Context: an optimization exercise on an open-source flow, tuned for a short achievable clock period and few clock cycles. The choices shown serve that exercise and are no tape-out recipe.
In this exercise RTL edits were held to simulation tests only and were not proved equivalent to the original.
Power and IR drop assume default switching activity.

File: design/flow/config.mk
export PLATFORM = sky130hd
export DESIGN_NAME = cpuCore
export DESIGN_NICKNAME = cpuCore
export VERILOG_FILES = /design/flow/design.v
export SDC_FILE = /design/flow/constraint.sdc
export NUM_CORES = 4
export LEC_CHECK = 0
export CAP_MARGIN = 20
export CORE_MARGIN = 2
export CORE_UTILIZATION = 40
export SETUP_SLACK_MARGIN = 3.4
export SLEW_MARGIN = 20
export TNS_END_PERCENT = 100
File: design/flow/constraint.sdc
create_clock -name core_clock -period 6.0 [get_ports {clk}]
set_input_delay 1.2000 -clock core_clock [delete_from_list [all_inputs] [get_ports {clk}]]
set_output_delay 1.2000 -clock core_clock [all_outputs]
set_load 0.01 [all_outputs]
File: design/flow/design.v
`timescale 1ns/1ps
`default_nettype none
module cpuCore (
    input  wire         clk,
    input  wire         arstN,
    output logic [31:0] imemAddr,
    input  wire  [31:0] imemData,
    output logic [31:0] dmemAddr,
    output logic [31:0] dmemWdata,
    output logic        dmemRe,
    output logic        dmemWe,
    input  wire  [31:0] dmemRdata,
    output logic        halted
);
    logic [31:0] pc;
    logic        halting;
    logic [31:0] rf [1:31];
    logic [31:0] xA, xB, xBx, xS;
    logic [15:0] xLo, xPcHi, xHiP1, xHiM1;
    logic [31:0] xAlt;
    logic        xCross, xDown;
    logic        xFwdSL, xFwdLA, xFwdLB, xFwdBM, xFwdSM;
    logic        xAnd, xOr, xSlt, xArith, xCin, xAddi;
    logic [31:0] xNegI;
    logic [4:0]  xDst;
    logic        xWr, xLoad, xStore, xBr, xFix, xHalt;
    logic [31:0] mRes, mSt;
    logic [4:0]  mDst;
    logic        mWr, mLoad, mStore;
    logic [31:1] mWe;
    wire [31:0] ins = imemData;
    wire [5:0]  op  = ins[31:26];
    wire [5:0]  fn  = ins[5:0];
    wire [4:0]  rsI = ins[25:21];
    wire [4:0]  rtI = ins[20:16];
    wire [4:0]  rdI = ins[15:11];
    wire [31:0] immExt = {{16{ins[15]}}, ins[15:0]};
    wire isHaltW = &ins;
    wire isR     = (op == 6'd0);
    wire rAdd    = isR & (fn == 6'd32);
    wire rSub    = isR & (fn == 6'd34);
    wire rAnd    = isR & (fn == 6'd36);
    wire rOr     = isR & (fn == 6'd37);
    wire rSlt    = isR & (fn == 6'd42);
    wire rValid  = rAdd | rSub | rAnd | rOr | rSlt;
    wire isJ     = (op == 6'd2);
    wire isBeq   = (op == 6'd4);
    wire isAddi  = (op == 6'd8);
    wire isLw    = (op == 6'd35);
    wire isSw    = (op == 6'd43);
    wire beqSame = isBeq & (rsI == rtI);
    wire beqCond = isBeq & ~beqSame;
    wire immOp   = isAddi | isLw | isSw;
    wire [4:0] dst   = rValid ? rdI : rtI;
    wire       wr    = (rValid | isAddi | isLw) & (dst != 5'd0);
    wire       rArith = rAdd | rSub | rSlt;
    wire       subF   = rSub | rSlt;
    wire hitXs = xWr & (xDst == rsI);
    wire hitXt = xWr & (xDst == rtI);
    wire loadUse = xLoad & (((rArith | immOp) & hitXs) | (rArith & hitXt));
    logic sumZero;
    wire xAddW = xWr & xAddi;
    wire beqZ  = beqCond & xAddW &
                 (((rsI == 5'd0) & (xDst == rtI)) | ((rtI == 5'd0) & (xDst == rsI)));
    wire beqX  = beqCond & ~beqZ;
    wire takenF = beqSame | (beqZ & sumZero);
    wire [31:0] mVal = mLoad ? dmemRdata : mRes;
    wire        bypS = mWr & (mDst == rsI);
    wire        bypT = mWr & (mDst == rtI);
    wire [31:0] pcInc = pc + 32'd1;
    wire [16:0] tgtLo = {1'b0, pc[15:0]} + {1'b0, ins[15:0]} + 17'd1;
    wire        tgtCross = tgtLo[16] ^ ins[15];
    wire [31:0] tgtF  = {pc[31:16], tgtLo[15:0]};
    logic mispredict;
    logic [31:0] res;
    logic [31:0] nextA, nextB, nextBx, nextS;
    wire fire = ~mispredict & ~halting & ~loadUse;
    wire hold   = halting | loadUse | isHaltW;
    wire selJ   = ~hold & isJ;
    wire selT   = ~hold & ~isJ & takenF;
    wire selInc = ~hold & ~isJ & ~takenF;
    wire [31:0] pcF = ({32{hold}} & pc) | ({32{selJ}} & {6'd0, ins[25:0]}) |
                      ({32{selT}} & tgtF) | ({32{selInc}} & pcInc);
    wire [31:0] pcNext = mispredict ? xAlt : pcF;
    assign imemAddr = pc;
    always_ff @(posedge clk or negedge arstN) begin
        if (!arstN) begin
            pc      <= 32'd0;
            halting <= 1'b0;
        end else begin
            pc <= pcNext;
            if (fire & isHaltW)
                halting <= 1'b1;
        end
    end
    always_ff @(posedge clk) begin
        xA     <= nextA;
        xB     <= nextB;
        xBx    <= nextBx;
        xCin   <= subF;
        xAddi  <= isAddi;
        xNegI  <= 32'd0 - immExt;
        xArith <= rAdd | rSub | immOp;
        xS     <= nextS;
        xFwdSL <= hitXt & xLoad;
        xFwdBM <= fB & (xArith | xSlt);
        xFwdSM <= fS & (xArith | xSlt);
        xFwdLA <= hitXs & xLoad;
        xFwdLB <= hitXt & xLoad & ~immOp;
        xLo    <= tgtLo[15:0];
        xPcHi  <= pc[31:16];
        xHiP1  <= pc[31:16] + 16'd1;
        xHiM1  <= pc[31:16] - 16'd1;
        xCross <= tgtCross;
        xDown  <= ins[15];
        xAnd   <= rAnd;
        xOr    <= rOr;
        xSlt   <= rSlt;
        xDst   <= dst;
    end
    always_ff @(posedge clk or negedge arstN) begin
        if (!arstN) begin
            xWr <= 1'b0; xLoad <= 1'b0; xStore <= 1'b0; xBr <= 1'b0; xFix <= 1'b0;
            xHalt <= 1'b0;
        end else begin
            xWr    <= fire & wr;
            xLoad  <= fire & isLw;
            xStore <= fire & isSw;
            xBr    <= fire & beqX;
            xFix   <= fire & takenF & tgtCross;
            xHalt  <= fire & isHaltW;
        end
    end
    wire [32:0] addW = {xA, 1'b1} + {xBx, xCin};
    wire [31:0] t    = addW[32:1];
    assign sumZero = (xA == xNegI);
    wire [31:0] bTrue = xFwdBM ? mRes : xB;
    wire        lt   = (xA[31] ^ bTrue[31]) ? xA[31] : t[31];
    wire [31:0] lA = xFwdLA ? dmemRdata : xA;
    wire [31:0] lB = xFwdLB ? dmemRdata : bTrue;
    assign res = ({32{xArith}} & t) |
                 ({32{xAnd}} & (lA & lB)) | ({32{xOr}} & (lA | lB)) |
                 {31'd0, xSlt & lt};
    wire        eqR = (xA == bTrue);
    wire        eqL = (dmemRdata == (xFwdLA ? bTrue : xA));
    wire        eq  = (xFwdLA | xFwdLB) ? eqL : eqR;
    assign mispredict = (xBr & eq) | xFix;
    wire [15:0] altHi = ~xCross ? xPcHi : (xDown ? xHiM1 : xHiP1);
    assign xAlt = {altHi, xLo};
    wire [31:0] st = xFwdSL ? dmemRdata : (xFwdSM ? mRes : xS);
    wire        fA = hitXs;
    wire        fB = hitXt & ~immOp;
    wire        fS = hitXt;
    wire [31:0] logicRes = ({32{xAnd}} & (lA & lB)) | ({32{xOr}} & (lA | lB));
    wire        xLog    = xAnd | xOr;
    wire        selAlog = fA & xLog;
    wire        selAbyp = ~fA & bypS;
    wire        selArf  = ~fA & ~bypS;
    wire        selBimm = immOp;
    wire        selBlog = ~immOp & fB & xLog;
    wire        selBbyp = ~immOp & ~fB & bypT;
    wire        selBrf  = ~immOp & ~fB & ~bypT;
    wire        selSlog = fS & xLog;
    wire        selSbyp = ~fS & bypT;
    wire        selSrf  = ~fS & ~bypT;
    wire [31:0] invF    = {32{subF}};
    logic [31:0] earlyA, earlyB, earlyBx, earlyS;
    always_comb begin
        earlyA  = ({32{selAlog}} & logicRes) | ({32{selAbyp}} & mVal);
        earlyB  = ({32{selBimm}} & immExt) | ({32{selBlog}} & logicRes) |
                  ({32{selBbyp}} & mVal);
        earlyBx = ({32{selBimm}} & immExt) | ({32{selBlog}} & (logicRes ^ invF)) |
                  ({32{selBbyp}} & (mVal ^ invF)) |
                  ({32{selBrf & (rtI == 5'd0)}} & invF);
        earlyS  = ({32{selSlog}} & logicRes) | ({32{selSbyp}} & mVal);
        for (int i = 1; i < 32; i++) begin
            earlyA  = earlyA  | ({32{selArf & (rsI == 5'(i))}} & rf[i]);
            earlyB  = earlyB  | ({32{selBrf & (rtI == 5'(i))}} & rf[i]);
            earlyBx = earlyBx | ({32{selBrf & (rtI == 5'(i))}} & (rf[i] ^ invF));
            earlyS  = earlyS  | ({32{selSrf & (rtI == 5'(i))}} & rf[i]);
        end
    end
    wire        tA = fA & xArith;
    wire        tB = fB & xArith;
    wire [31:0] eA = {earlyA[31:1], earlyA[0] | (fA & xSlt & lt)};
    wire [31:0] eB = {earlyB[31:1], earlyB[0] | (fB & xSlt & lt)};
    assign nextA  = ({32{tA}} & t) | eA;
    assign nextB  = earlyB;
    wire        sB = fB & xSlt;
    assign nextBx = ({32{tB}} & (t ^ invF)) | ({32{sB}} & {invF[31:1], lt ^ subF}) |
                    earlyBx;
    assign nextS  = earlyS;
    always_ff @(posedge clk) begin
        mRes <= res;
        mSt  <= st;
        mDst <= xDst;
    end
    always_ff @(posedge clk or negedge arstN) begin
        if (!arstN) begin
            mWr <= 1'b0; mLoad <= 1'b0; mStore <= 1'b0;
            mWe <= '0;
            halted <= 1'b0;
        end else begin
            mWr    <= xWr;
            mLoad  <= xLoad;
            mStore <= xStore;
            for (int i = 1; i < 32; i++)
                mWe[i] <= xWr & (xDst == 5'(i));
            if (xHalt)
                halted <= 1'b1;
        end
    end
    assign dmemAddr  = mRes;
    assign dmemWdata = mSt;
    assign dmemRe    = mLoad;
    assign dmemWe    = mStore;
    always_ff @(posedge clk or negedge arstN) begin
        if (!arstN) begin
            for (int i = 1; i < 32; i++)
                rf[i] <= '0;
        end else begin
            for (int i = 1; i < 32; i++)
                if (mWe[i])
                    rf[i] <= mVal;
        end
    end
endmodule
`default_nettype wire
File: design/flow/run.sh
#!/bin/bash
# synth_recipe.tcl (not shown) runs the flow's synth.tcl, then flattens the netlist and writes it again
# the make line also repeats each setting of config.mk as NAME=value (left out here)
make -C /OpenROAD-flow-scripts/flow DESIGN_CONFIG=/design/flow/config.mk WORK_HOME=/design/flow/orfs CLKGATE_MAP_FILE= SYNTH_SCRIPT=/design/flow/synth_recipe.tcl finish
==> flow_summary_export.csv <==
group,metric,value,unit
outcome,status,"did not finish",
outcome,haltStage,"global routing",
outcome,tool.error,"[ERROR GRT-0232] Routing congestion too high. Check the congestion heatmap in the GUI.",
synth,syn_nets,9155,
placement,dp_hpwl,460000,µm
synth,synth.area.top_cells,"dfrtp_1 35%, a21oi_1 8.1%, dfxtp_1 7.7%",
synth,synth_top_area_share,34.8,%
synth,synth-edff-count,0,
clocking,cts_max_level,4,
synth,seq_area_frac_synth,42.5,%
synth,ys_seq_elements,1361,
clocking,cts_sinks,1361,
global_routing,grt_max_degree,171,
placement,gp_congestion,1.21,
clocking,cts-root-buf,"clkbuf_16",
synth,yosysUniqueCellTypes,92,
synth,ys.flop_type,"dfrtp_1",
synth,synth_area,76600,µm²
global_routing,groute.usage.overall,82.8,%
die,ios,165,
die,die_h,442,µm
placement,placed_cell_area,87100,µm²
synth,synth_most_common_cell,"nor2_1",
die,fp-row-count,160,
synth,yosys-top-cells-count,"1424 x nor2_1, 1247 x a21oi_1, 1066 x dfrtp_1",
synth,synth_cells,9033,
synth,async_flop_share,78.3,%
global_routing,grt_overflow,476,
clocking,clk_path_buf_depth,3,
clocking,cts-buffers-inserted,160,
die,start_util,40.3,%
placement,place_ws,0.0753,ns
die,die_width,442,µm
synth,synth_top_area_cell,"dfrtp_1",
synth,ys_warn_count,2,
placement,port_buffers,164,
synth,synth_area_per_cell,8.48,µm²
placement,place_inst,11507,
kinds of logic after synthesis:
group	share of synthesized area, %
AO/OA/AOI/OAI	30.2
AND/OR/NAND/NOR	16.1
flip-flops	42.5
buffers and inverters	4.92
multiplexers	2.98
XOR/XNOR	2.25
adder cells (fa/ha/maj)	0.973
power by group through the flow:
stage / clock (mW) / sequential (mW) / combinational, mW
after CTS: 11.0 / 11.3 / 7.43
after global placement: 0 / 11.5 / 5.82
after detailed placement: 0 / 11.5 / 5.95
after floorplan: 0 / 10.7 / 3.21
metrics by stage:
stage               util [%]  total power, mW  hold WS, ns
floorplan                  -             13.9        0.326
CTS                     56.4             29.8        0.370
global placement        45.7             17.4        0.336
detailed placement      45.8             17.5        0.349
per-layer routing:
metal,GRT usage (%),overflow
met1,85.4,43
met4,76.4,177
met3,73.9,58
met5,56.8,6
met2,92.1,192
worst max path at each step:
stage / from / cells after the start / endpoint / slack, ns
after floorplan: imemData[23] / 11 / xA[28]$_DFF_P_ / 2.19
after global placement: imemData[23] / 14 / xA[0]$_DFF_P_ / -0.03
after detailed placement: imemData[24] / 14 / xA[0]$_DFF_P_ / 0.08
after CTS: xFwdBM$_DFF_P_ / 15 / xFix$_DFF_PN0_ / 2.51
timing repair:
item / in CTS
endpoints found under the setup margin: 712
resized for setup: 1918
hold buffers: 0
pin swaps: 450
cloned: 48
buffers inserted: 788
Testbench counts, summed over its fixed seeds: cycles 28,070.
